What follows belongs to an exercise in optimizing a design on an open flow for small area; a production flow would make more cautious choices. Only simulation tests tie the RTL to the original design; equivalence was not proved. No activity file was given, so power comes from the tool's default toggle rates.

### config.mk
export PLATFORM = sky130hd
export DESIGN_NAME = id_stage
export DESIGN_NICKNAME = id_stage
export VERILOG_FILES = /design/flow/design.v
export SDC_FILE = /design/flow/constraint.sdc
export NUM_CORES = 4
export LEC_CHECK = 0
export CAP_MARGIN = 20
export CORE_MARGIN = 2
export CORE_UTILIZATION = 35
export PLACE_DENSITY = 0.55
export SLEW_MARGIN = 20
export SYNTH_HIERARCHICAL = 1
### constraint.sdc
create_clock -name core_clock -period 3.5 [get_ports {clk}]
set_input_delay 0.7000 -clock core_clock [delete_from_list [all_inputs] [get_ports {clk}]]
set_output_delay 0.7000 -clock core_clock [all_outputs]
set_load 0.01 [all_outputs]
### design.v
`timescale 1ns/100ps
`default_nettype none
package rv_isa_pkg;
    localparam logic [6:0] op_lui    = 7'b0110111;
    localparam logic [6:0] op_auipc  = 7'b0010111;
    localparam logic [6:0] op_jal    = 7'b1101111;
    localparam logic [6:0] op_jalr   = 7'b1100111;
    localparam logic [6:0] op_branch = 7'b1100011;
    localparam logic [6:0] op_load   = 7'b0000011;
    localparam logic [6:0] op_store  = 7'b0100011;
    localparam logic [6:0] op_imm    = 7'b0010011;
    localparam logic [6:0] op_r_type = 7'b0110011;
    localparam logic [2:0] f3_lb  = 3'b000;
    localparam logic [2:0] f3_lh  = 3'b001;
    localparam logic [2:0] f3_lw  = 3'b010;
    localparam logic [2:0] f3_lbu = 3'b100;
    localparam logic [2:0] f3_lhu = 3'b101;
    localparam logic [2:0] f3_sb = 3'b000;
    localparam logic [2:0] f3_sh = 3'b001;
    localparam logic [2:0] f3_sw = 3'b010;
    localparam logic [2:0] f3_beq  = 3'b000;
    localparam logic [2:0] f3_bne  = 3'b001;
    localparam logic [2:0] f3_blt  = 3'b100;
    localparam logic [2:0] f3_bge  = 3'b101;
    localparam logic [2:0] f3_bltu = 3'b110;
    localparam logic [2:0] f3_bgeu = 3'b111;
    localparam logic [2:0] f3_add_sub = 3'b000;
    localparam logic [2:0] f3_sll     = 3'b001;
    localparam logic [2:0] f3_slt     = 3'b010;
    localparam logic [2:0] f3_sltu    = 3'b011;
    localparam logic [2:0] f3_xor     = 3'b100;
    localparam logic [2:0] f3_srl_sra = 3'b101;  
    localparam logic [2:0] f3_or      = 3'b110;
    localparam logic [2:0] f3_and     = 3'b111;
    typedef struct packed {
        logic [6:0] funct7;
        logic [4:0] rs2;
        logic [4:0] rs1;
        logic [2:0] funct3;
        logic [4:0] rd;
        logic [6:0] opcode;
    } r_fmt_t;
    typedef struct packed {
        logic [11:0] imm_11_0;
        logic [4:0]  rs1;
        logic [2:0]  funct3;
        logic [4:0]  rd;
        logic [6:0]  opcode;
    } i_fmt_t;
    typedef struct packed {
        logic [6:0] imm_11_5;
        logic [4:0] rs2;
        logic [4:0] rs1;
        logic [2:0] funct3;
        logic [4:0] imm_4_0;
        logic [6:0] opcode;
    } s_fmt_t;
    typedef struct packed {
        logic       imm_12;
        logic [5:0] imm_10_5;
        logic [4:0] rs2;
        logic [4:0] rs1;
        logic [2:0] funct3;
        logic [3:0] imm_4_1;
        logic       imm_11;
        logic [6:0] opcode;
    } b_fmt_t;
    typedef struct packed {
        logic [19:0] imm_31_12;
        logic [4:0]  rd;
        logic [6:0]  opcode;
    } u_fmt_t;
    typedef struct packed {
        logic       imm_20;
        logic [9:0] imm_10_1;
        logic       imm_11;
        logic [7:0] imm_19_12;
        logic [4:0] rd;
        logic [6:0] opcode;
    } j_fmt_t;
    typedef union packed {
        r_fmt_t      r;
        i_fmt_t      i;
        s_fmt_t      s;
        b_fmt_t      b;
        u_fmt_t      u;
        j_fmt_t      j;
        logic [31:0] raw;
    } rv_inst_t;
endpackage
`default_nettype wire
`timescale 1ns/100ps
`default_nettype none
package id_ctrl_pkg;
    typedef enum logic [3:0] {
        alu_add = 4'd0,  
        alu_sub = 4'd1,
        alu_and = 4'd2,
        alu_or  = 4'd3,
        alu_xor = 4'd4,
        alu_slt = 4'd5,
        alu_sll = 4'd6,
        alu_srl = 4'd7,
        alu_sra = 4'd8,
        alu_beq = 4'd9,
        alu_bne = 4'd10,
        alu_bge = 4'd11,
        alu_blt = 4'd12,
        alu_lui = 4'd13
    } alu_op_t;
    typedef enum logic [1:0] {
        size_byte = 2'd0,
        size_half = 2'd1,
        size_word = 2'd2
    } mem_size_t;
    typedef enum logic [1:0] {
        wb_pc4 = 2'd0,
        wb_mem = 2'd1,
        wb_alu = 2'd2
    } wb_sel_t;
    typedef enum logic [1:0] {
        jmp_none = 2'b00,
        jmp_jump = 2'b10
    } jump_t;
    localparam logic [3:0] cls_unk   = 4'd0;
    localparam logic [3:0] cls_r     = 4'd1;
    localparam logic [3:0] cls_opi   = 4'd2;
    localparam logic [3:0] cls_opish = 4'd3;   
    localparam logic [3:0] cls_ld    = 4'd4;
    localparam logic [3:0] cls_ld_x  = 4'd5;
    localparam logic [3:0] cls_jalr  = 4'd6;
    localparam logic [3:0] cls_jal   = 4'd7;
    localparam logic [3:0] cls_st    = 4'd8;
    localparam logic [3:0] cls_st_x  = 4'd9;
    localparam logic [3:0] cls_br    = 4'd10;
    localparam logic [3:0] cls_br_x  = 4'd11;
    localparam logic [3:0] cls_lui   = 4'd12;
    localparam logic [3:0] cls_auipc = 4'd13;
    typedef struct packed {
        logic      mem_read;
        logic      mem_write;
        logic      reg_write;
        logic      alu_src_a;   
        logic      alu_src_b;   
        wb_sel_t   mem_to_reg;
        jump_t     jump;
        alu_op_t   alu_op;
        mem_size_t inst_size;
        logic      is_signed;
    } id_ctrl_t;
    typedef struct packed {
        logic        we;
        logic [4:0]  rd;
        logic [31:0] data;
    } wb_req_t;
    typedef struct packed {
        logic        valid;
        id_ctrl_t    ctrl;
        logic [31:0] pc;
        logic [31:0] rs1_data;
        logic [31:0] rs2_data;
        logic [31:0] imm;
        logic [4:0]  rd;
    } id_ex_t;
endpackage
`default_nettype wire
`timescale 1ns/100ps
`default_nettype none
import rv_isa_pkg::*;
import id_ctrl_pkg::*;
module id_class (
    input  rv_isa_pkg::rv_inst_t inst,
    output logic [3:0]           cls
);
    wire [2:0] f3 = inst.r.funct3;
    always_comb begin
        case (inst.r.opcode)
            op_load:   cls = (f3 == 3'd3 || f3[2:1] == 2'b11) ? cls_ld_x : cls_ld;
            op_store:  cls = (f3 == 3'd3 || f3[2])            ? cls_st_x : cls_st;
            op_branch: cls = (f3[2:1] == 2'b01)               ? cls_br_x : cls_br;
            op_jalr:   cls = cls_jalr;
            op_jal:    cls = cls_jal;
            op_imm:    cls = (f3[1:0] == 2'b01)               ? cls_opish : cls_opi;
            op_r_type: cls = cls_r;
            op_lui:    cls = cls_lui;
            op_auipc:  cls = cls_auipc;
            default:   cls = cls_unk;
        endcase
    end
endmodule
module id_control (
    input  logic [3:0]            cls,
    input  logic [2:0]            funct3,
    input  logic                  bit30,
    output id_ctrl_pkg::id_ctrl_t ctrl
);
    wire ld    = (cls == cls_ld);
    wire st    = (cls == cls_st);
    wire br    = (cls == cls_br);
    wire jalr  = (cls == cls_jalr);
    wire jal   = (cls == cls_jal);
    wire lui   = (cls == cls_lui);
    wire auipc = (cls == cls_auipc);
    wire opi   = (cls == cls_opi) || (cls == cls_opish);
    wire r     = (cls == cls_r);
    wire alu   = opi || r;
    wire f3_3  = (funct3 == 3'd3);
    logic [3:0] alu_op;
    logic [1:0] inst_size;
    logic       is_signed;
    assign ctrl = {ld, st, ld || lui || auipc || jal || jalr || alu,
                   ld || st || br || jalr || alu,
                   ld || st || lui || auipc || jal || jalr || opi,
                   lui || auipc || alu, ld,
                   jal || jalr, 1'b0,
                   alu_op, inst_size, is_signed};
    always_comb begin
        if (br) begin
            case (funct3)
                3'd0:        alu_op = alu_beq;
                3'd1:        alu_op = alu_bne;
                3'd5, 3'd7:  alu_op = alu_bge;
                default:     alu_op = alu_blt;
            endcase
        end else if (lui) begin
            alu_op = alu_lui;
        end else if (alu) begin
            case (funct3)
                3'd0:       alu_op = (r && bit30) ? alu_sub : alu_add;
                3'd1:       alu_op = alu_sll;
                3'd2, 3'd3: alu_op = alu_slt;
                3'd4:       alu_op = alu_xor;
                3'd5:       alu_op = bit30 ? alu_sra : alu_srl;
                3'd6:       alu_op = alu_or;
                default:    alu_op = alu_and;
            endcase
        end else begin
            alu_op = alu_add;
        end
        if (ld || st)
            inst_size = funct3[1:0];
        else if (br || jal || jalr || lui || auipc || alu)
            inst_size = size_word;
        else
            inst_size = size_byte;
        is_signed = (ld && !funct3[2]) || st || (br && !funct3[1]) ||
                    (alu && !f3_3) || jal || jalr || lui || auipc;
    end
endmodule
`default_nettype wire
`timescale 1ns/100ps
`default_nettype none
import id_ctrl_pkg::*;
module id_imm_gen (
    input  logic [3:0]  cls,
    input  logic [31:7] i,
    output logic [31:0] imm
);
    wire fi = (cls == cls_ld) || (cls == cls_ld_x) || (cls == cls_jalr) ||
              (cls == cls_opi);
    wire fh = (cls == cls_opish);
    wire fs = (cls == cls_st) || (cls == cls_st_x);
    wire fb = (cls == cls_br) || (cls == cls_br_x);
    wire fu = (cls == cls_lui) || (cls == cls_auipc);
    wire fj = (cls == cls_jal);
    wire s  = i[31];
    always_comb begin
        imm = ({32{fi}} & {{20{s}}, i[31:20]})
            | ({32{fh}} & {27'd0, i[24:20]})
            | ({32{fs}} & {{20{s}}, i[31:25], i[11:7]})
            | ({32{fb}} & {{19{s}}, s, i[7], i[30:25], i[11:8], 1'b0})
            | ({32{fu}} & {i[31:12], 12'd0})
            | ({32{fj}} & {{11{s}}, s, i[19:12], i[20], i[30:21], 1'b0});
    end
endmodule
`default_nettype wire
`timescale 1ns/100ps
`default_nettype none
module id_hold_reg #(
    parameter int W = 32
) (
    input  logic         clk,
    input  logic         hold,
    input  logic         load,
    input  logic [W-1:0] d,
    output logic [W-1:0] q
);
    always_ff @(posedge clk) begin
        q <= (q & {W{hold}}) | (d & {W{load}});
    end
endmodule
module id_aoi3 (
    input  logic [2:0] s,
    input  logic [2:0] d,
    output logic       y_n
);
    assign y_n = !(|(s & d));
endmodule
module id_rd_bit (
    input  logic [32:0] s,
    input  logic [32:0] d,
    output logic        y
);
    logic [10:0] g_n;
    for (genvar k = 0; k < 11; k = k + 1) begin : g_grp
        id_aoi3 u_aoi (.s(s[3*k+2:3*k]), .d(d[3*k+2:3*k]), .y_n(g_n[k]));
    end
    assign y = !(&g_n);
endmodule
module id_reg_file (
    input  logic                 clk,
    input  logic                 reset,
    input  logic [4:0]           rs1,
    input  logic [4:0]           rs2,
    input  id_ctrl_pkg::wb_req_t wb,
    input  logic                 load,      
    input  logic                 hold,      
    input  logic [31:0]          q1,        
    input  logic [31:0]          q2,        
    output logic [31:0]          n1,        
    output logic [31:0]          n2         
);
    logic [31:1][31:0] rf;
    logic [31:1]       wdec;    
    logic [31:1]       wsel;    
    logic [31:1]       hsel;    
    logic [32:0]       sel1;    
    logic [32:0]       sel2;
    always_comb begin
        for (integer i = 1; i < 32; i = i + 1) begin
            wdec[i]    = wb.we && (wb.rd == i[4:0]);
            wsel[i]    = reset && wdec[i];
            hsel[i]    = reset && !wdec[i];
            sel1[i-1]  = load && (rs1 == i[4:0]) && !wdec[i];
            sel2[i-1]  = load && (rs2 == i[4:0]) && !wdec[i];
        end
        sel1[31] = load && wb.we && (wb.rd == rs1) && (rs1 != 5'd0);
        sel2[31] = load && wb.we && (wb.rd == rs2) && (rs2 != 5'd0);
        sel1[32] = hold;
        sel2[32] = hold;
    end
    for (genvar i = 1; i < 32; i = i + 1) begin : g_reg
        id_hold_reg #(.W(32)) u_x (
            .clk  (clk),
            .hold (hsel[i]),
            .load (wsel[i]),
            .d    (wb.data),
            .q    (rf[i])
        );
    end
    for (genvar b = 0; b < 32; b = b + 1) begin : g_rd
        logic [32:0] d1, d2;
        always_comb begin
            for (integer i = 1; i < 32; i = i + 1) begin
                d1[i-1] = rf[i][b];
            end
            d1[31] = wb.data[b];
            d1[32] = q1[b];
            d2 = {q2[b], d1[31:0]};
        end
        id_rd_bit u_p1 (.s(sel1), .d(d1), .y(n1[b]));
        id_rd_bit u_p2 (.s(sel2), .d(d2), .y(n2[b]));
    end
endmodule
`default_nettype wire
`timescale 1ns/100ps
`default_nettype none
import id_ctrl_pkg::*;
module id_ex_reg (
    input  logic                  clk,
    input  logic                  load,      
    input  logic                  hold,      
    input  logic [3:0]            cls,       
    input  logic [31:7]           ibits,     
    input  logic [31:0]           pc,
    input  logic [31:0]           n1,        
    input  logic [31:0]           n2,        
    output logic [31:0]           q1,
    output logic [31:0]           q2,
    output id_ctrl_pkg::id_ex_t   id_ex
);
    logic        v_q;
    logic [3:0]  cls_q;
    logic [31:7] ib_q;
    logic [31:0] pc_q;
    id_hold_reg #(.W(1))  u_v   (.clk(clk), .hold(hold), .load(load), .d(1'b1),  .q(v_q));
    id_hold_reg #(.W(4))  u_cls (.clk(clk), .hold(hold), .load(load), .d(cls),   .q(cls_q));
    id_hold_reg #(.W(25)) u_ib  (.clk(clk), .hold(hold), .load(load), .d(ibits), .q(ib_q));
    id_hold_reg #(.W(32)) u_pc  (.clk(clk), .hold(hold), .load(load), .d(pc),    .q(pc_q));
    always_ff @(posedge clk) begin
        q1 <= n1;
        q2 <= n2;
    end
    id_ctrl_pkg::id_ctrl_t ctrl_q;
    logic [31:0]           imm_q;
    id_control u_control (
        .cls    (cls_q),
        .funct3 (ib_q[14:12]),
        .bit30  (ib_q[30]),
        .ctrl   (ctrl_q)
    );
    id_imm_gen u_imm_gen (
        .cls (cls_q),
        .i   (ib_q),
        .imm (imm_q)
    );
    always_comb begin
        id_ex.valid    = v_q;
        id_ex.ctrl     = ctrl_q;
        id_ex.pc       = pc_q;
        id_ex.rs1_data = q1;
        id_ex.rs2_data = q2;
        id_ex.imm      = imm_q;
        id_ex.rd       = ib_q[11:7];
    end
endmodule
`default_nettype wire
`timescale 1ns/100ps
`default_nettype none
import rv_isa_pkg::*;
import id_ctrl_pkg::*;
module id_stage (
    input  logic                 clk,
    input  logic                 reset,
    input  rv_isa_pkg::rv_inst_t inst,
    input  logic [31:0]          pc,
    input  logic                 inst_valid,
    input  logic                 stall,
    input  logic                 flush,
    input  id_ctrl_pkg::wb_req_t wb,
    output id_ctrl_pkg::id_ex_t  id_ex
);
    logic load;
    logic hold;
    assign hold = reset && !flush && stall;
    assign load = reset && !flush && !stall && inst_valid;
    logic [3:0] cls;
    id_class u_class (
        .inst (inst),
        .cls  (cls)
    );
    logic [31:0] q1, q2, n1, n2;
    id_reg_file u_reg_file (
        .clk  (clk),
        .reset(reset),
        .rs1  (inst.r.rs1),
        .rs2  (inst.r.rs2),
        .wb   (wb),
        .load (load),
        .hold (hold),
        .q1   (q1),
        .q2   (q2),
        .n1   (n1),
        .n2   (n2)
    );
    id_ex_reg u_id_ex_reg (
        .clk   (clk),
        .load  (load),
        .hold  (hold),
        .cls   (cls),
        .ibits (inst.raw[31:7]),
        .pc    (pc),
        .n1    (n1),
        .n2    (n2),
        .q1    (q1),
        .q2    (q2),
        .id_ex (id_ex)
    );
endmodule
`default_nettype wire
### run.sh
#!/bin/bash
# synth_recipe.tcl (not shown) runs the flow's synth.tcl, then flattens the netlist and writes it again
# the make line also repeats each setting of config.mk as NAME=value (left out here)
make -C /OpenROAD-flow-scripts/flow DESIGN_CONFIG=/design/flow/config.mk WORK_HOME=/design/flow/orfs CLKGATE_MAP_FILE= SYNTH_SCRIPT=/design/flow/synth_recipe.tcl finish
==> results of run 1 <==
## stage by stage
step / power [W] / util [%]
final: 0.0276 / 45.8
after floorplan: 0.0137 / -
after global routing: 0.0283 / 45.8
after detailed placement: 0.0145 / 42.6
after global placement: 0.0145 / 42.5
after CTS: 0.0277 / 45.7
## power groups by stage
stage          Combinational, W  Sequential, W  Clock [W]
2_1_floorplan          0.000545         0.0132          0
3_3_place_gp            0.00133         0.0132          0
3_5_place_dp            0.00133         0.0132          0
4_1_cts                 0.00134         0.0129     0.0135
5_1_grt                 0.00141         0.0129     0.0140
6_report                0.00137         0.0129     0.0133
## layout make-up
class / count / area, µm²
fill: 11900 / 70000
sequential: 1118 / 22400
multi-input combinational: 2373 / 21200
timing repair buffer: 925 / 9380
clock buffer: 159 / 3360
tap: 1742 / 2180
clock inverter: 56 / 749
inverter: 10 / 37.5
antenna: 3 / 7.51
## registers in the layout, summed over array words and instances (netlist names)
register,cells
u_id_ex_reg.u_cls.q,4
u_id_ex_reg.u_pc.q,32
u_id_ex_reg.u_v.q,1
u_id_ex_reg.q2,32
u_reg_file.g.u_x.q,992
u_id_ex_reg.u_ib.q,25
u_id_ex_reg.q1,32
## final timing paths
kind	from	end
max	u_id_ex_reg.u_cls.q[0]$_DFF_P_	id_ex[20]
min	u_id_ex_reg.u_pc.q[8]$_DFF_P_	u_id_ex_reg.u_pc.q[8]$_DFF_P_
max reg2reg	u_reg_file.g_reg[19].u_x.q[17]$_DFF_P_	u_id_ex_reg.q1[17]$_DFF_P_
min reg2reg	u_id_ex_reg.u_pc.q[8]$_DFF_P_	u_id_ex_reg.u_pc.q[8]$_DFF_P_
## per-module statistics from Yosys, one instance, submodules excluded, excerpt
module       cell area (µm²)  cells inside
id_class                 201            33
id_reg_file             1360           243
id_rd_bit               23.8             4
id_control               443            66
id_aoi3                 10.0             1
id_imm_gen               475            66
id_stage                22.5             2
id_ex_reg               1770           130
## per-layer routing
metal / share of wire, % / vias to the layer above / track usage, % / wire (µm)
li1: - / 18400 / - / -
met1: 39 / 21800 / 39.5 / 80500
met2: 42 / 3463 / 43.2 / 86700
met3: 13 / 527 / 7.34 / 26100
met4: 5.8 / 8 / 15.5 / 11900
met5: 0.038 / - / 0.363 / 77
## worst reg2reg max path: stages, from the launching register on
cell      delay, ps
dfxtp_1         330
a222oi_1        620
nand4_1         240
buf_4           220
or3_1           350
## cells by family (layout without fill, tap and decap cells)
| group | Yosys count | after routing | synth area share (%) |
|---|---|---|---|
| and+or+nand+nor | 530 | 530 | 6.85 |
| xor gates and xnor gates | 11 | 11 | 0.212 |
| buffers and inverters | 315 | 1150 | 6.57 |
| AOI/OAI and AO/OA | 1830 | 1830 | 37.2 |
| DFF | 1118 | 1118 | 49.2 |
| other | 2 | 5 | 0.0165 |
## cells in the final DEF, fill, tap and decap left out, types with 31 or more instances in the layout
cell / n
dfxtp_1: 1115
a22o_1: 986
a222oi_1: 704
buf_4: 520
clkdlybuf4s50_1: 254
buf_12: 138
nand4_1: 132
clkbuf_16: 117
nand3_1: 72
a22o_2: 69
or3_1: 66
nor3_4: 48
nor2_1: 41
nor2b_4: 31
## what timing repair did
| action | 4_1_cts | 5_1_grt |
|---|---|---|
| setup buffers | 0 | 1 |
| endpoints found under the setup margin | 32 | 15 |
| pin swaps | 0 | 1 |
| gates resized for setup | 2 | 3 |
==> metrics.csv, run 1 <==
metric,value,unit
worst-path-stages,5,
dieArea,0.133,mm²
grt.overflow.total,0,
p_sw_share,23.8,%
netlist_area,0.0455,mm²
firstDrtPassIters,14,
syn_nets,3913,
drv_slew,0,
crit_buf_inv,2,
grt_use_total,29.4,%
grt_pass1_wl,292,mm
die_w,365,µm
yosysMostFrequentCell,dfxtp_1,
synth.top_cell.area_share,49.2,%
yosysWarnings,15,
cts_tree,built,
setup_ws,129,ps
path_cells,nand2b_2 -> a311oi_4 -> buf_4 -> a21o_1 -> clkdlybuf4s50_1,
relSlewSlack,14.3,%
cts-buffers-inserted,117,
clk_latency,760,ps
stdcell_count,6386,
worst_slew_pin_slew,1280,ps
wl_per_cell,32.1,µm
placed_cells,6159,
clockRootBuffer,clkbuf_16,
start_util,35.2,%
layout_min_cycle_time,3370,ps
cts_buffer_depth,3,
avgViaCountPerCell,6.92,
reg2reg_slack,1680,ps
hold_ws,480,ps
hold_buffers,0,
fin_tns_setup,0,ps
nNetsFinal,4652,
path_clk_slew,60,ps
ant_nets,0,
ios,257,
synth_area_leaders,"dfxtp_1 49%, a22o_1 19%, a222oi_1 15%, buf_6 5.0%, nand4_1 1.8%",
synth.distinct_cells,64,
hold_path.class,reg -> reg,
pwr-share-seq,46.8,%
switchingPower,0.00656,W
drc,0,
synth-edff-count,0,
layout-drive-gt1-share,23.3,%
drt_wl_total,205,mm
grt_max_degree,65,
critPathCaptureType,output port,
p_comb_share,5.0,%
area_growth,30.3,%
cp_max_fo,16,
synthTopCellsByCount,"1118 x dfxtp_1, 986 x a22o_1, 704 x a222oi_1",
cts_sinks,1118,
ir_worst_vdd,397,µV
htree_levels,3,
max_freq,297,MHz
setup-violations-final,0,
core_area,0.129,mm²
r2r_cells,4,
drt_iter0_markers,11100,
place_area,0.0550,mm²
clockPowerShare,48.3,%
antenna_found_initial,7,
stdcell_area,0.0593,mm²
crit_required,2800,ps
p_int,0.0210,W
rows,132,
cp_slowest_cell,clkdlybuf4s50_1,
yosysTopAreaCell,dfxtp_1,
rsz0062_at_grt,false,
max_stage_delay,570,ps
cp_top_family,buffers and inverters,
min_path_cells,1,
async_flop_share,0,%
avgSynthCellArea,12.0,µm²
ys.flop_type,dfxtp_1,
powerDensity,466,mW/mm²
die_y,365,µm
finalHoldViolCount,0,
gp_congestion,0.935,
critPathKind,reg -> out,
ys_seq_elements,1118,
status,no timing/DRC/antenna violations,
skew,58.5,ps
cp.arrival,2670,ps
critPathLaunchType,register,
ys_seq_area_share,49.2,%
dp.final_hpwl,139,mm
maxCapViolCount,0,
vias,44200,
dp_slack,-586,ps
port_buffers,255,
synth_cells,3806,
grt_pass1_vias,41100,
period_share,96.3,%
leakagePower,22.2,nW
==> run 2: changes to the inputs <==
==> flow/run.sh (new file) <==
#!/bin/bash
set -euo pipefail
export BUFFER_PORTS_ARGS="-buffer_cell sky130_fd_sc_hd__buf_1"
export CTS_ARGS="-sink_clustering_enable -repair_clock_nets -dont_use_dummy_load -sink_clustering_size 30 -sink_clustering_max_diameter 100 -buf_list sky130_fd_sc_hd__clkbuf_16"
bash standard.sh "BUFFER_PORTS_ARGS=$BUFFER_PORTS_ARGS" "CTS_ARGS=$CTS_ARGS" finish > flow_make.log 2>&1
==> standard.sh (new file) <==
#!/bin/bash
# synth_recipe.tcl (not shown) runs the flow's synth.tcl, then flattens the netlist and writes it again
# the make line also repeats each setting of config.mk as NAME=value (left out here)
make -C /OpenROAD-flow-scripts/flow DESIGN_CONFIG=/design/flow/config.mk WORK_HOME=/design/flow/orfs CLKGATE_MAP_FILE= SYNTH_SCRIPT=/design/flow/synth_recipe.tcl "${@:-finish}"
--- a/config.mk
+++ b/config.mk
@@ -9,4 +9,4 @@
 export CORE_MARGIN = 2
-export CORE_UTILIZATION = 35
-export PLACE_DENSITY = 0.55
+export CORE_UTILIZATION = 50
+export PLACE_DENSITY = 0.65
 export SLEW_MARGIN = 20
removed: run.sh
==> run 2 against run 1 <==
Against the previous run:
- sequential power is essentially flat
- clock skew grew 5.6 ps
- utilization grew 11 points
- clock-buffer cell count shrank 113
- sequential share of layout area grew 6.2 points
- die area shrank 30%
- first-iteration DRC count shrank 3.8%
- global-route usage grew 9.8 points
- combinational power shrank 13%
- critical path type is now in -> reg
- highest routed layer unchanged
==> metrics.csv, run 2 <==
metric,value,unit
yosysMostFrequentCell,dfxtp_1,
synth_cells,3806,
cts_buffer_depth,3,
ys_seq_elements,1118,
rsz0062_at_grt,false,
synth.top_cell.area_share,49.2,%
powerDensity,403,mW/mm²
rows,110,
async_flop_share,0,%
p_int,0.0155,W
wl_met2,77.6,mm
status,no timing/DRC/antenna violations,
dr_wl_met3,27.1,mm
maxCapViolCount,0,
drt_wl_total,193,mm
cp_max_fo,15,
vias,43100,
total_power,0.0205,W
pwr-share-seq,62.9,%
yosysTopAreaCell,dfxtp_1,
crit_required,4050,ps
critPathCaptureType,register,
fin_tns_setup,0,ps
avgViaCountPerCell,8.03,
clockPowerShare,31.3,%
nFillCells,7756,
clockRootBuffer,clkbuf_16,
fin_util,56.4,%
cp.arrival,3720,ps
grt_use_total,39.2,%
nNetsFinal,4291,
top_layer,met5,
die_y,306,µm
layout_min_cycle_time,3160,ps
layout-drive-gt1-share,15.7,%
dp.final_hpwl,128,mm
die_w,306,µm
cts_tree,built,
p_sw_share,24.4,%
grt_max_degree,64,
cts-buffers-inserted,46,
clk_latency,670,ps
ios,257,
wl_met1,72.4,mm
drv_slew,0,
leakagePower,18.5,nW
max_freq,316,MHz
firstDrtPassIters,13,
drt_iter0_markers,10700,
wl_per_cell,35.9,µm
p_comb_share,5.8,%
setup-violations-final,0,
worst_slew_pin_slew,1290,ps
synth-edff-count,0,
port_buffers,255,
hold_path.class,in -> reg,
core_area,0.0901,mm²
grt.overflow.total,0,
layout_common_cells,"1118 x dfxtp_1, 986 x a22o_1, 704 x a222oi_1, 312 x buf_4, 232 x buf_1",
ys.flop_type,dfxtp_1,
regMostFlops,u_reg_file.g.u_x.q,
relSlewSlack,13.4,%
grt_pass1_wl,276,mm
stdcell_area,0.0509,mm²
hold_buffers,0,
ir_worst_vdd,434,µV
path_clk_slew,120,ps
yosysWarnings,15,
synth.distinct_cells,64,
netlist_area,0.0455,mm²
cts_sinks,1118,
syn_nets,3913,
antenna_found_initial,4,
period_share,90.4,%
largest_reg_flops,992,
drc,0,
ys_seq_area_share,49.2,%
gp_congestion,1.04,
critPathKind,in -> reg,
skew,64.2,ps
grt_pass1_vias,39900,
place_area,0.0495,mm²
synth_area_leaders,"dfxtp_1 49%, a22o_1 19%, a222oi_1 15%, buf_6 5.0%, nand4_1 1.8%",
switchingPower,0.00500,W
start_util,50.5,%
avgSynthCellArea,12.0,µm²
critPathLaunchType,input port,
synthTopCellsByCount,"1118 x dfxtp_1, 986 x a22o_1, 704 x a222oi_1",
finalHoldViolCount,0,
ctsResizeCount,0,
ant_nets,0,
area_growth,11.8,%
htree_levels,2,
final_common_cell,dfxtp_1,
post_cts_buffers,0,
dieArea,0.0934,mm²
-- run 2: cell types whose count changed in the layout (fill, tap and decap cells not counted), moves of 4 or more --
cell and delta:
clkdlybuf4s50_1 -254, buf_4 -208, clkbuf_16 -71, clkinvlp_4 -4, clkbuf_2 +23, buf_12 -82
clkbuf_8 -28, buf_1 +232, clkbuf_1 -15, bufinv_16 -14, clkinv_2 -28
-- run 2: per-layer routing --
layer	up-vias	global-route usage (%)
met5	-	0.465
met4	2	26.7
met3	736	9.49
met2	3819	55.4
met1	21000	52.6
li1	17600	-
-- run 2: worst paths after layout --
kind | start | end | slack, ps | depth (start not counted)
setup / recovery | wb[35] | u_id_ex_reg.q2[9]$_DFF_P_ | 340 | 9
hold / removal | pc[18] | u_id_ex_reg.u_pc.q[18]$_DFF_P_ | 240 | 2
setup reg to reg | u_reg_file.g_reg[1].u_x.q[26]$_DFF_P_ | u_id_ex_reg.q2[26]$_DFF_P_ | 1650 | 3
hold reg to reg | u_id_ex_reg.u_pc.q[23]$_DFF_P_ | u_id_ex_reg.u_pc.q[23]$_DFF_P_ | 490 | 1
-- run 2: cell type report --
| class | count | area (µm²) | area share (%) |
|---|---|---|---|
| antenna | 3 | 7.51 | 0.0148 |
| clock buffer | 46 | 1150 | 2.26 |
| inverter | 10 | 37.5 | 0.0738 |
| multi-input combinational | 2373 | 21200 | 41.6 |
| sequential | 1118 | 22400 | 44.0 |
| tap | 1176 | 1470 | 2.89 |
| timing repair buffer | 635 | 4650 | 9.14 |
-- run 2: cell families after synthesis --
kind of cell / synth area share [%]
AOI/OAI and AO/OA: 37.2
xor gates and xnor gates: 0.212
buffers and inverters: 6.57
DFF: 49.2
other: 0.0165
and+or+nand+nor: 6.85
-- run 2: critical path: stages --
cell	delay (ps)
buf_1	110
or4b_4	610
nor2_2	320
nor3_4	190
buf_8	210
buf_4	200
a222oi_1	490
nand4_1	400
or3_1	460
-- run 2: power by group through the flow --
stage / logic, W / clock network (W) / registers (W)
5_1_grt: 0.00122 / 0.00682 / 0.0129
2_1_floorplan: 0.000545 / 0 / 0.0132
4_1_cts: 0.00113 / 0.00640 / 0.0129
3_5_place_dp: 0.00113 / 0 / 0.0132
6_report: 0.00119 / 0.00641 / 0.0129
3_3_place_gp: 0.00113 / 0 / 0.0132
-- run 2: metrics by stage --
stage | setup slack, ps | std cells | hold WS (ps)
floorplan | 4.23 | 3806 | 456
global placement | -208 | 5298 | 463
detailed placement | -173 | 5302 | 468
CTS | 394 | 5348 | 218
global route | 246 | 5358 | 234
finish | 337 | 5361 | 239
-- run 2: modules after synthesis (local to each module, per instance), a selection --
module | copies in the design | flops+latches | cells inside
id_reg_file | 1 | 0 | 243
id_stage | 1 | 0 | 2
id_class | 1 | 0 | 33
id_aoi3 | 704 | 0 | 1
id_ex_reg | 1 | 64 | 130
id_control | 1 | 0 | 66
id_rd_bit | 64 | 0 | 4
id_imm_gen | 1 | 0 | 66
==> run 3: changes to the inputs <==
==> flow/run.sh (replaced) <==
#!/bin/bash
set -euo pipefail
export BUFFER_PORTS_ARGS="-buffer_cell sky130_fd_sc_hd__buf_1"
export CTS_ARGS="-sink_clustering_enable -repair_clock_nets -dont_use_dummy_load -sink_clustering_size 24 -sink_clustering_max_diameter 80 -buf_list sky130_fd_sc_hd__clkbuf_16"
bash standard.sh "BUFFER_PORTS_ARGS=$BUFFER_PORTS_ARGS" "CTS_ARGS=$CTS_ARGS" finish > flow_make.log 2>&1
--- a/config.mk
+++ b/config.mk
@@ -9,4 +9,4 @@
 export CORE_MARGIN = 2
-export CORE_UTILIZATION = 50
-export PLACE_DENSITY = 0.65
+export CORE_UTILIZATION = 55
+export PLACE_DENSITY = 0.7
 export SLEW_MARGIN = 20
==> run 3 against run 2 <==
Against the previous run:
- clock skew decreased by 11 ps
- sequential power is essentially flat
- synthesized cell count stayed put
- register-to-register slack about the same
- synthesized area stayed put
- non-clock buffer count decreased by 16
- total power rose by 2.3%
- utilization is 5.3 points higher
- critical path depth shrank 5
- maximum frequency is 2.8% lower
- critical path type is now reg -> out
- largest cell class unchanged
==> metrics.csv, run 3 <==
metric,value,unit
status,no timing/DRC/antenna violations,
cts-buffers-inserted,55,
ant_nets,0,
n_antenna_cell,0,
die_y,292,µm
period_share,93.0,%
synthMuxAreaShare,0,%
worst_slew_pin_slew,1380,ps
cts_sinks,1118,
ys_seq_area_share,49.2,%
reg2reg_slack,1660,ps
grt_max_degree,66,
min_path_cells,2,
firstDrtPassIters,15,
crit_buf_inv,1,
netlist_area,0.0455,mm²
fin_tns_setup,0,ps
ir_worst_vdd,353,µV
grt_use_total,41.7,%
final_common_cell,dfxtp_1,
nFillCells,6730,
async_flop_share,0,%
yosysMostFrequentCell,dfxtp_1,
critPathLaunchType,register,
avgViaCountPerCell,8.21,
area_growth,11.3,%
core_area,0.0820,mm²
dp.final_hpwl,123,mm
worst-path-stages,4,
path_clk_slew,100,ps
skew,53.0,ps
cp_max_fo,18,
cp.arrival,2560,ps
hold_ws,235,ps
grt_pass1_vias,39800,
synth-edff-count,0,
synth_compound_area_share,37.2,%
clk_latency,690,ps
hold_path.class,in -> reg,
relSlewSlack,7.98,%
max_stage_delay,710,ps
layout_min_cycle_time,3260,ps
path_cells,nor2_1 -> a211oi_2 -> a21o_1 -> buf_1,
synth_top_family_by_area,compound AO/OA/AOI/OAI gates,
crit_required,2800,ps
synth.top_cell.area_share,49.2,%
vias,43100,
ys.flop_type,dfxtp_1,
drv_slew,0,
regMostFlops,u_reg_file.g.u_x.q,
die_w,292,µm
drt_wl_total,187,mm
antenna_found_initial,5,
clockRootBuffer,clkbuf_16,
max_freq,307,MHz
gp_congestion,1.02,
drc,0,
ctsResizeCount,0,
setup_ws,244,ps
dp_slack,-239,ps
drt_iter0_markers,11600,
wl_per_cell,35.7,µm
largest_reg_flops,992,
ios,257,
cts_tree,built,
maxCapViolCount,0,
port_buffers,255,
critPathCaptureType,output port,
htree_levels,2,
powerDensity,414,mW/mm²
worstHoldStart,inst[10],
cp_slowest_cell,dfxtp_1,
finalHoldViolCount,0,
avgSynthCellArea,12.0,µm²
holdPathEnd,u_id_ex_reg.u_ib.q[3]$_DFF_P_,
yosysTopAreaCell,dfxtp_1,
layout-drive-gt1-share,15.2,%
rr_startpoint,u_reg_file.g_reg[1].u_x.q[10]$_DFF_P_,
synth-simple-area-share,6.85,%
rows,105,
setup-violations-final,0,
syn_nets,3913,
synth_area_leaders,"dfxtp_1 49%, a22o_1 19%, a222oi_1 15%, buf_6 5.0%, nand4_1 1.8%",
leakagePower,18.5,nW
placed_cells,5186,
cts_buffer_depth,3,
yosys.area_share.adder,0,%
r2r_end,u_id_ex_reg.q2[10]$_DFF_P_,
r2r_cells,3,
synth_cells,3806,
ys_seq_elements,1118,
nNetsFinal,4284,
post_cts_buffers,0,
synth.distinct_cells,64,
critPathKind,reg -> out,
dieArea,0.0850,mm²
synthXorXnorAreaFrac,0.212,%
yosysWarnings,15,
start_util,55.5,%
layout_common_cells,"1118 x dfxtp_1, 986 x a22o_1, 704 x a222oi_1, 310 x buf_4, 235 x buf_1",
rsz0062_at_grt,false,
synthTopCellsByCount,"1118 x dfxtp_1, 986 x a22o_1, 704 x a222oi_1",
stdcell_count,5245,
hold_buffers,0,
cp_top_family,compound AO/OA/AOI/OAI gates,
grt_pass1_wl,269,mm
grt.overflow.total,0,
## run 3: cell counts after synthesis
Identical to the previous run, type by type.
## run 3: metal layers
| metal | global-route usage [%] | wire length (µm) | up-vias |
|---|---|---|---|
| li1 | - | - | 17600 |
| met1 | 56.3 | 67600 | 20800 |
| met2 | 58.8 | 76100 | 3993 |
| met3 | 11.0 | 28800 | 743 |
| met4 | 27.1 | 14900 | 8 |
| met5 | 0 | 58 | - |
## run 3: how the worst max path moves through the flow
stage / from / endpoint
global placement: wb[32] / u_id_ex_reg.q1[9]$_DFF_P_
floorplan: stall / u_id_ex_reg.q1[0]$_DFF_P_
global route: u_id_ex_reg.u_cls.q[3]$_DFF_P_ / id_ex[28]
finish: u_id_ex_reg.u_cls.q[3]$_DFF_P_ / id_ex[30]
CTS: u_id_ex_reg.u_cls.q[3]$_DFF_P_ / id_ex[34]
detailed placement: wb[32] / u_id_ex_reg.q1[9]$_DFF_P_
## run 3: cell type report
class	count	area (µm²)	area share, %
multi-input cells	2373	21200	41.8
well taps	1070	1340	2.64
inverters	10	37.5	0.0741
repair buffers	619	4360	8.61
clock buffers	55	1380	2.72
flip-flops and latches	1118	22400	44.2
## run 3: power breakdown
part           leakage [nW]  total [W]  internal (W)  switching, W
combinational          8.77    0.00116      0.000302      0.000861
clock                 0.678    0.00692       0.00280       0.00412
sequential             9.01     0.0129        0.0128     0.0000835
## run 3: kinds of logic after synthesis
logic type             Yosys count
other                            2
AO/OA/AOI/OAI                 1830
AND/OR/NAND/NOR                530
buffers and inverters          315
flip-flops                    1118
XOR/XNOR                        11
## run 3: metrics by stage
stage / cell area [µm²] / total power [W] / util [%]
final: 50600 / 0.0210 / 61.8
after global routing: 50600 / 0.0214 / 61.8
after CTS: 50600 / 0.0209 / 61.7
after detailed placement: 49200 / 0.0143 / 60.0
after global placement: 49100 / 0.0143 / 59.9
after floorplan: 46000 / 0.0137 / -
## run 3: per-module statistics from Yosys (local to each module, per instance), a selection
module       flops+latches  cells  times used  cell area (µm²)
id_aoi3                  0      1         704             10.0
id_class                 0     33           1              201
id_control               0     66           1              443
id_ex_reg               64    130           1             1770
id_imm_gen               0     66           1              475
id_rd_bit                0      4          64             23.8
id_reg_file              0    243           1             1360
id_stage                 0      2           1             22.5
## run 3: worst reg2reg max path, delay by kind of cell, from the launching register on
family          cells  cell delay, ps
compound gates      1             530
simple gates        2             870
flops               1             350
==> run 4: changes to the inputs <==
--- a/design.v
+++ b/design.v
@@ -285,6 +285,8 @@
     input  logic [W-1:0] d,
+    output logic [W-1:0] n,
     output logic [W-1:0] q
 );
+    assign n = (q & {W{hold}}) | (d & {W{load}});
     always_ff @(posedge clk) begin
-        q <= (q & {W{hold}}) | (d & {W{load}});
+        q <= n;
     end
@@ -298,5 +300,12 @@
 endmodule
+module id_aoi2 (
+    input  logic [1:0] s,
+    input  logic [1:0] d,
+    output logic       y_n
+);
+    assign y_n = !(|(s & d));
+endmodule
 module id_rd_bit (
-    input  logic [32:0] s,
-    input  logic [32:0] d,
+    input  logic [31:0] s,
+    input  logic [31:0] d,
     output logic        y
@@ -304,5 +313,6 @@
     logic [10:0] g_n;
-    for (genvar k = 0; k < 11; k = k + 1) begin : g_grp
+    for (genvar k = 0; k < 10; k = k + 1) begin : g_grp
         id_aoi3 u_aoi (.s(s[3*k+2:3*k]), .d(d[3*k+2:3*k]), .y_n(g_n[k]));
     end
+    id_aoi2 u_aoi2 (.s(s[31:30]), .d(d[31:30]), .y_n(g_n[10]));
     assign y = !(&g_n);
@@ -322,3 +332,4 @@
 );
-    logic [31:1][31:0] rf;
+    logic [31:1][31:0] rf;      
+    logic [31:1][31:0] rn;      
     logic [31:1]       wdec;    
@@ -326,4 +337,4 @@
     logic [31:1]       hsel;    
-    logic [32:0]       sel1;    
-    logic [32:0]       sel2;
+    logic [31:0]       sel1;    
+    logic [31:0]       sel2;
     always_comb begin
@@ -333,9 +344,7 @@
             hsel[i]    = reset && !wdec[i];
-            sel1[i-1]  = load && (rs1 == i[4:0]) && !wdec[i];
-            sel2[i-1]  = load && (rs2 == i[4:0]) && !wdec[i];
+            sel1[i-1]  = load && (rs1 == i[4:0]);
+            sel2[i-1]  = load && (rs2 == i[4:0]);
         end
-        sel1[31] = load && wb.we && (wb.rd == rs1) && (rs1 != 5'd0);
-        sel2[31] = load && wb.we && (wb.rd == rs2) && (rs2 != 5'd0);
-        sel1[32] = hold;
-        sel2[32] = hold;
+        sel1[31] = hold;
+        sel2[31] = hold;
     end
@@ -347,2 +356,3 @@
             .d    (wb.data),
+            .n    (rn[i]),
             .q    (rf[i])
@@ -351,10 +361,9 @@
     for (genvar b = 0; b < 32; b = b + 1) begin : g_rd
-        logic [32:0] d1, d2;
+        logic [31:0] d1, d2;
         always_comb begin
             for (integer i = 1; i < 32; i = i + 1) begin
-                d1[i-1] = rf[i][b];
+                d1[i-1] = rn[i][b];
             end
-            d1[31] = wb.data[b];
-            d1[32] = q1[b];
-            d2 = {q2[b], d1[31:0]};
+            d1[31] = q1[b];
+            d2 = {q2[b], d1[30:0]};
         end
@@ -385,6 +394,6 @@
     logic [31:0] pc_q;
-    id_hold_reg #(.W(1))  u_v   (.clk(clk), .hold(hold), .load(load), .d(1'b1),  .q(v_q));
-    id_hold_reg #(.W(4))  u_cls (.clk(clk), .hold(hold), .load(load), .d(cls),   .q(cls_q));
-    id_hold_reg #(.W(25)) u_ib  (.clk(clk), .hold(hold), .load(load), .d(ibits), .q(ib_q));
-    id_hold_reg #(.W(32)) u_pc  (.clk(clk), .hold(hold), .load(load), .d(pc),    .q(pc_q));
+    id_hold_reg #(.W(1))  u_v   (.clk(clk), .hold(hold), .load(load), .d(1'b1),  .n(), .q(v_q));
+    id_hold_reg #(.W(4))  u_cls (.clk(clk), .hold(hold), .load(load), .d(cls),   .n(), .q(cls_q));
+    id_hold_reg #(.W(25)) u_ib  (.clk(clk), .hold(hold), .load(load), .d(ibits), .n(), .q(ib_q));
+    id_hold_reg #(.W(32)) u_pc  (.clk(clk), .hold(hold), .load(load), .d(pc),    .n(), .q(pc_q));
     always_ff @(posedge clk) begin
==> run 4 against run 3 <==
Against the previous run:
- still clean on timing, DRC and antenna
- clock-buffer cell count unchanged
- clock skew shrank 20 ps
- sequential cell count unchanged
- synthesized area is 0.28% lower
- die area is 0.28% lower
- routed wire length rose by 0.46%
- register-to-register slack worse by 390 ps
- sequential share of layout area rose by 0.21 points
- critical endpoint is now id_ex[23]
- largest power group unchanged
==> metrics.csv, run 4 <==
metric,value,unit
status,no timing/DRC/antenna violations,
async_flop_share,0,%
syn_nets,3862,
path_clk_slew,100,ps
place_area,0.0484,mm²
relSlewSlack,10.1,%
drc,0,
grt_pass1_vias,40000,
stdcell_count,5165,
skew,33.1,ps
yosysMostFrequentCell,dfxtp_1,
fin_util,61.6,%
dieArea,0.0848,mm²
firstDrtPassIters,14,
nFillCells,6701,
setup-violations-final,0,
die_y,291,µm
layout-drive-gt1-share,15.9,%
rsz0062_at_grt,false,
worst_slew_pin_slew,1350,ps
cp_max_fo,18,
gp_congestion,0.954,
multiInputGateArea,0.0207,mm²
critPathCaptureType,output port,
critPathKind,reg -> out,
cp_top_family,flip-flops,
maxCapViolCount,0,
crit_buf_inv,2,
grt_use_total,41.9,%
netlist_area,0.0454,mm²
max_freq,301,MHz
ios,257,
cts_tree,built,
drt_iter0_markers,10200,
ys_seq_elements,1118,
path_cells,buf_4 -> nand2b_2 -> a311oi_4 -> a21o_1 -> buf_1,
crit_required,2800,ps
yosysWarnings,15,
cts_buffer_depth,3,
grt.overflow.total,0,
ys.flop_type,dfxtp_1,
grt_max_degree,63,
antenna_found_initial,6,
layout_common_cells,"1118 x dfxtp_1, 986 x a22o_1, 640 x a222oi_1, 255 x buf_4, 248 x buf_1",
area_growth,11.1,%
ir_worst_vdd,362,µV
yosysTopAreaCell,dfxtp_1,
cts_sinks,1118,
ant_nets,0,
layout_min_cycle_time,3320,ps
dp.final_hpwl,113,mm
htree_levels,2,
grt_pass1_wl,268,mm
total_power,0.0210,W
cp.arrival,2620,ps
port_buffers,255,
die_w,291,µm
avgViaCountPerCell,8.25,
final_common_cell,dfxtp_1,
hold_buffers,0,
start_util,55.4,%
regArea,0.0224,mm²
drt_wl_total,188,mm
rows,105,
ctsResizeCount,0,
clockRootBuffer,clkbuf_16,
clk_latency,670,ps
regMostFlops,u_reg_file.g.u_x.q,
synth_cells,3755,
synth-edff-count,0,
stdcell_area,0.0504,mm²
cts-buffers-inserted,55,
synth.distinct_cells,68,
vias,42600,
placed_cells,5080,
powerDensity,417,mW/mm²
wl_per_cell,36.4,µm
drv_slew,0,
hold_path.class,in -> reg,
ys_seq_area_share,49.3,%
leakagePower,18.1,nW
fin_tns_setup,0,ps
largest_reg_flops,992,
finalHoldViolCount,0,
synthTopCellsByCount,"1118 x dfxtp_1, 986 x a22o_1, 640 x a222oi_1",
core_area,0.0818,mm²
synth_area_leaders,"dfxtp_1 49%, a22o_1 19%, a222oi_1 14%, buf_6 5.0%, nand4_1 1.8%",
period_share,94.8,%
max_stage_delay,710,ps
avgSynthCellArea,12.1,µm²
critPathLaunchType,register,
post_cts_buffers,0,
nNetsFinal,4200,
cp_slowest_cell,dfxtp_1,
synth.top_cell.area_share,49.3,%
## run 4: changes by cell type in the layout (fill, tap and decap cells not counted), moves of 34 or more
cell / previous run / this run
nor2_1: 41 / 7
nor2_4: 0 / 78
a22oi_2: 0 / 64
nor3_4: 48 / 0
buf_4: 310 / 255
a222oi_1: 704 / 640
## run 4: cell families after synthesis
logic type      Yosys count  share of synthesized area, %
compound gates         1859                          38.1
simple gates            454                          5.82
other cells               2                        0.0166
xor+xnor                  3                        0.0579
buf+inv                 319                          6.65
flops                  1118                          49.3
## run 4: power breakdown
group / switching, W / internal [W]
Combinational: 0.000901 / 0.000341
Sequential: 0.0000366 / 0.0128
Clock: 0.00414 / 0.00280
Total: 0.00508 / 0.0159
## run 4: final timing paths
| path | cells past startpoint | startpoint | slack, ps | end |
|---|---|---|---|---|
| setup / recovery | 5 | u_id_ex_reg.u_cls.q[2]$_DFF_P_ | 180 | id_ex[23] |
| hold / removal | 2 | pc[13] | 230 | u_id_ex_reg.u_pc.q[13]$_DFF_P_ |
| setup reg to reg | 5 | u_reg_file.g_reg[22].u_x.q[11]$_DFF_P_ | 1270 | u_id_ex_reg.q2[11]$_DFF_P_ |
| hold reg to reg | 1 | u_id_ex_reg.u_pc.q[16]$_DFF_P_ | 480 | u_id_ex_reg.u_pc.q[16]$_DFF_P_ |
## run 4: final cells by class
cell class                 count  area share, %
antenna                        4         0.0199
sequential                  1118           44.4
tap                         1070           2.66
timing repair buffer         587           9.02
multi-input combinational   2318           41.1
inverter                      13         0.0968
clock buffer                  55           2.73
## run 4: modules after synthesis, one instance, submodules excluded, excerpt
module       flip-flops and latches  cell area (µm²)
id_rd_bit                         0             23.8
id_ex_reg                        64             1770
id_imm_gen                        0              475
id_control                        0              443
id_aoi2                           0             12.5
id_class                          0              201
id_aoi3                           0             10.0
id_stage                          0             22.5
id_reg_file                       0             1070
## run 4: metrics by stage
stage	setup WS, ps	hold slack [ps]
final	183	231
after global routing	58.1	226
after CTS	193	227
after detailed placement	-207	469
after global placement	-191	464
after floorplan	252	456
## run 4: layer usage
| layer | up-vias | wire length [µm] | GRT usage (%) | part of all wire, % |
|---|---|---|---|---|
| met4 | 6 | 15500 | 30.1 | 8.2 |
| met5 | - | 36 | 0 | 0.019 |
| met1 | 20400 | 67100 | 54.3 | 36 |
| met2 | 4098 | 76700 | 60.0 | 41 |
| met3 | 815 | 28900 | 11.6 | 15 |
| li1 | 17200 | - | - | - |
## run 4: worst register-to-register path, delay by kind of cell (launching register included)
| family | cells | cell delay (ps) |
|---|---|---|
| DFF | 1 | 320 |
| and+or+nand+nor | 2 | 900 |
| buffers and inverters | 1 | 190 |
| AOI/OAI and AO/OA | 2 | 700 |
==> run 5: changes to the inputs <==
==> flow/run.sh (replaced) <==
#!/bin/bash
set -euo pipefail
export BUFFER_PORTS_ARGS="-buffer_cell sky130_fd_sc_hd__buf_1"
export CTS_ARGS="-sink_clustering_enable -repair_clock_nets -dont_use_dummy_load -sink_clustering_size 16 -sink_clustering_max_diameter 60 -buf_list sky130_fd_sc_hd__clkbuf_8"
bash standard.sh "BUFFER_PORTS_ARGS=$BUFFER_PORTS_ARGS" "CTS_ARGS=$CTS_ARGS" finish > flow_make.log 2>&1
==> run 5 against run 4 <==
Against the previous run:
- still clean on timing, DRC and antenna
- clock-buffer cell count rose by 32
- via count rose by 0.18%
- clock skew rose by 19 ps
- combinational power barely moved
- synthesized cell count did not move
- clock power fell by 7.3%
- utilization fell by 0.21 points
- critical path type unchanged
- highest routed layer unchanged
==> metrics.csv, run 5 <==
metric,value,unit
crit_required,2800,ps
synth.distinct_cells,68,
synth.top_cell.area_share,49.3,%
cp.arrival,2650,ps
layout_common_cells,"1118 x dfxtp_1, 986 x a22o_1, 640 x a222oi_1, 255 x buf_4, 248 x buf_1",
r2r_cells,4,
port_buffers,255,
cts_sinks,1118,
syn_nets,3862,
leakagePower,18.0,nW
clk_latency,750,ps
regMostFlops,u_reg_file.g.u_x.q,
dieArea,0.0848,mm²
cp_max_fo,18,
netlist_area,0.0454,mm²
period_share,95.7,%
path_clk_slew,100,ps
firstDrtPassIters,13,
layout_min_cycle_time,3350,ps
status,no timing/DRC/antenna violations,
area_growth,10.7,%
setup_ws,150,ps
powerDensity,408,mW/mm²
min_path_cells,2,
relSlewSlack,9.11,%
max_freq,299,MHz
ys.flop_type,dfxtp_1,
synth_area_leaders,"dfxtp_1 49%, a22o_1 19%, a222oi_1 14%, buf_6 5.0%, nand4_1 1.8%",
cts_tree,built,
cts-buffers-inserted,87,
finalHoldViolCount,0,
synth-edff-count,0,
fin_util,61.4,%
rsz0062_at_grt,false,
clockRootBuffer,clkbuf_8,
yosysMostFrequentCell,dfxtp_1,
synthTopCellsByCount,"1118 x dfxtp_1, 986 x a22o_1, 640 x a222oi_1",
cts_buffer_depth,3,
async_flop_share,0,%
dp.final_hpwl,113,mm
avgSynthCellArea,12.1,µm²
post_cts_buffers,0,
htree_levels,3,
yosysWarnings,15,
path_cells,buf_4 -> nand2b_2 -> a311oi_4 -> a21o_1 -> buf_1,
drt_iter0_markers,10300,
nNetsFinal,4232,
ir_worst_vdd,315,µV
grt.overflow.total,0,
grt_use_total,42.0,%
worst_slew_pin_slew,1360,ps
die_y,291,µm
drv_slew,0,
drt_wl_total,188,mm
critPathCaptureType,output port,
grt_pass1_wl,268,mm
synth_cells,3755,
max_stage_delay,710,ps
hold_path.class,in -> reg,
stdcell_area,0.0502,mm²
maxCapViolCount,0,
ctsResizeCount,0,
avgViaCountPerCell,8.21,
ys_seq_elements,1118,
dp_slack,-207,ps
hold_buffers,0,
multiInputGateArea,0.0207,mm²
critPathKind,reg -> out,
cp_slowest_cell,dfxtp_1,
nFillCells,6712,
ys_seq_area_share,49.3,%
wl_per_cell,36.2,µm
grt_pass1_vias,40300,
core_area,0.0818,mm²
ant_nets,0,
grt_max_degree,63,
rows,105,
regArea,0.0224,mm²
place_area,0.0484,mm²
final_common_cell,dfxtp_1,
critPathLaunchType,register,
die_w,291,µm
hold_ws,166,ps
antenna_found_initial,7,
skew,52.3,ps
fin_tns_setup,0,ps
layout-drive-gt1-share,16.5,%
setup-violations-final,0,
vias,42700,
ios,257,
gp_congestion,0.954,
yosysTopAreaCell,dfxtp_1,
drc,0,
largest_reg_flops,992,
start_util,55.4,%
==> run 5: cell counts after synthesis <==
No cell type changed its count.
==> run 5: worst paths after layout <==
kind / slack (ps) / endpoint / startpoint
worst max-delay path: 150 / id_ex[23] / u_id_ex_reg.u_cls.q[2]$_DFF_P_
worst min-delay path: 170 / u_id_ex_reg.u_ib.q[3]$_DFF_P_ / inst[10]
worst max register to register: 1250 / u_id_ex_reg.q2[16]$_DFF_P_ / u_reg_file.g_reg[1].u_x.q[16]$_DFF_P_
worst min register to register: 490 / u_id_ex_reg.u_pc.q[21]$_DFF_P_ / u_id_ex_reg.u_pc.q[21]$_DFF_P_
==> run 5: area by class of cell <==
type                       count  area share [%]
timing repair buffer         587            9.04
clock buffer                  87            2.38
tap                         1070            2.67
inverter                      13          0.0971
antenna                        5          0.0249
multi-input combinational   2318            41.2
sequential                  1118            44.6
==> run 5: cells by family after synthesis <==
| logic type | Yosys count | synth area share, % |
|---|---|---|
| AO/OA/AOI/OAI | 1859 | 38.1 |
| XOR/XNOR | 3 | 0.0579 |
| buffers and inverters | 319 | 6.65 |
| flip-flops | 1118 | 49.3 |
| other | 2 | 0.0166 |
| AND/OR/NAND/NOR | 454 | 5.82 |
==> run 5: per-module statistics from Yosys (local to each module, per instance), excerpt <==
module | flops+latches | cells | times used
id_aoi2 | 0 | 1 | 64
id_aoi3 | 0 | 1 | 640
id_rd_bit | 0 | 4 | 64
id_control | 0 | 66 | 1
id_reg_file | 0 | 192 | 1
id_stage | 0 | 2 | 1
id_ex_reg | 64 | 130 | 1
id_class | 0 | 33 | 1
id_imm_gen | 0 | 66 | 1
==> run 5: stage by stage <==
stage	power (W)	std cells
4_1_cts	0.0204	5167
2_1_floorplan	0.0137	3755
3_3_place_gp	0.0143	5077
5_1_grt	0.0209	5195
3_5_place_dp	0.0143	5080
6_report	0.0205	5198
==> run 5: worst max-delay path: cells and delay by family (launching register included) <==
family	cells	cell delay, ps
AOI/OAI and AO/OA	2	660
buffers and inverters	2	480
DFF	1	710
and+or+nand+nor	1	100
==> run 5: routing by layer <==
layer	vias to the layer above	part of all wire, %	GRT usage (%)
li1	17300	-	-
met1	20500	36	54.3
met2	4024	40	59.5
met3	832	15	12.2
met4	8	8.5	30.7
met5	-	0.024	0
==> run 5: power by group <==
group / total (W) / switching (W) / leakage (nW) / internal, W
sequential: 0.0128 / 0.0000367 / 9.01 / 0.0128
clock: 0.00643 / 0.00421 / 0.626 / 0.00223
combinational: 0.00124 / 0.000900 / 8.39 / 0.000340
total: 0.0205 / 0.00514 / 18.0 / 0.0154

==> port drivers added, routing unchanged <==
How much do the figures lean on ideal ports? The routed layouts below were timed once more, with nothing changed but the port constraints. Step 1, drivers: a clkbuf_16 drives clk and a buf_2 each remaining input, both assumed. Step 2, shift: input delay + t, output delay - t, t = (earliest + latest rising clock arrival at the registers) / 2. This alone moves slack from input paths to output paths. Three values: ideal ports, drivers, drivers and shift; two values: the first two.
| run | shift t [ns] | slack for setup (ns) | worst register clock-pin slew, ns |
|---|---|---|---|
| run 1 | 0.817 | 0.129 / 0.054 / -0.626 | 0.07 / 0.07 |
| run 2 | 0.706 | 0.337 / 0.316 / -0.321 | 0.12 / 0.12 |
| run 3 | 0.732 | 0.244 / 0.173 / -0.312 | 0.10 / 0.10 |
| run 4 | 0.730 | 0.183 / 0.113 / -0.455 | 0.10 / 0.10 |
| run 5 | 0.791 | 0.150 / 0.082 / -0.470 | 0.11 / 0.11 |
Met with ideal ports but missed after step 2: setup timing in every run listed. The setup slack of run 1, which loses most, moves by -0.075 ns with the drivers and by -0.755 ns with both steps.
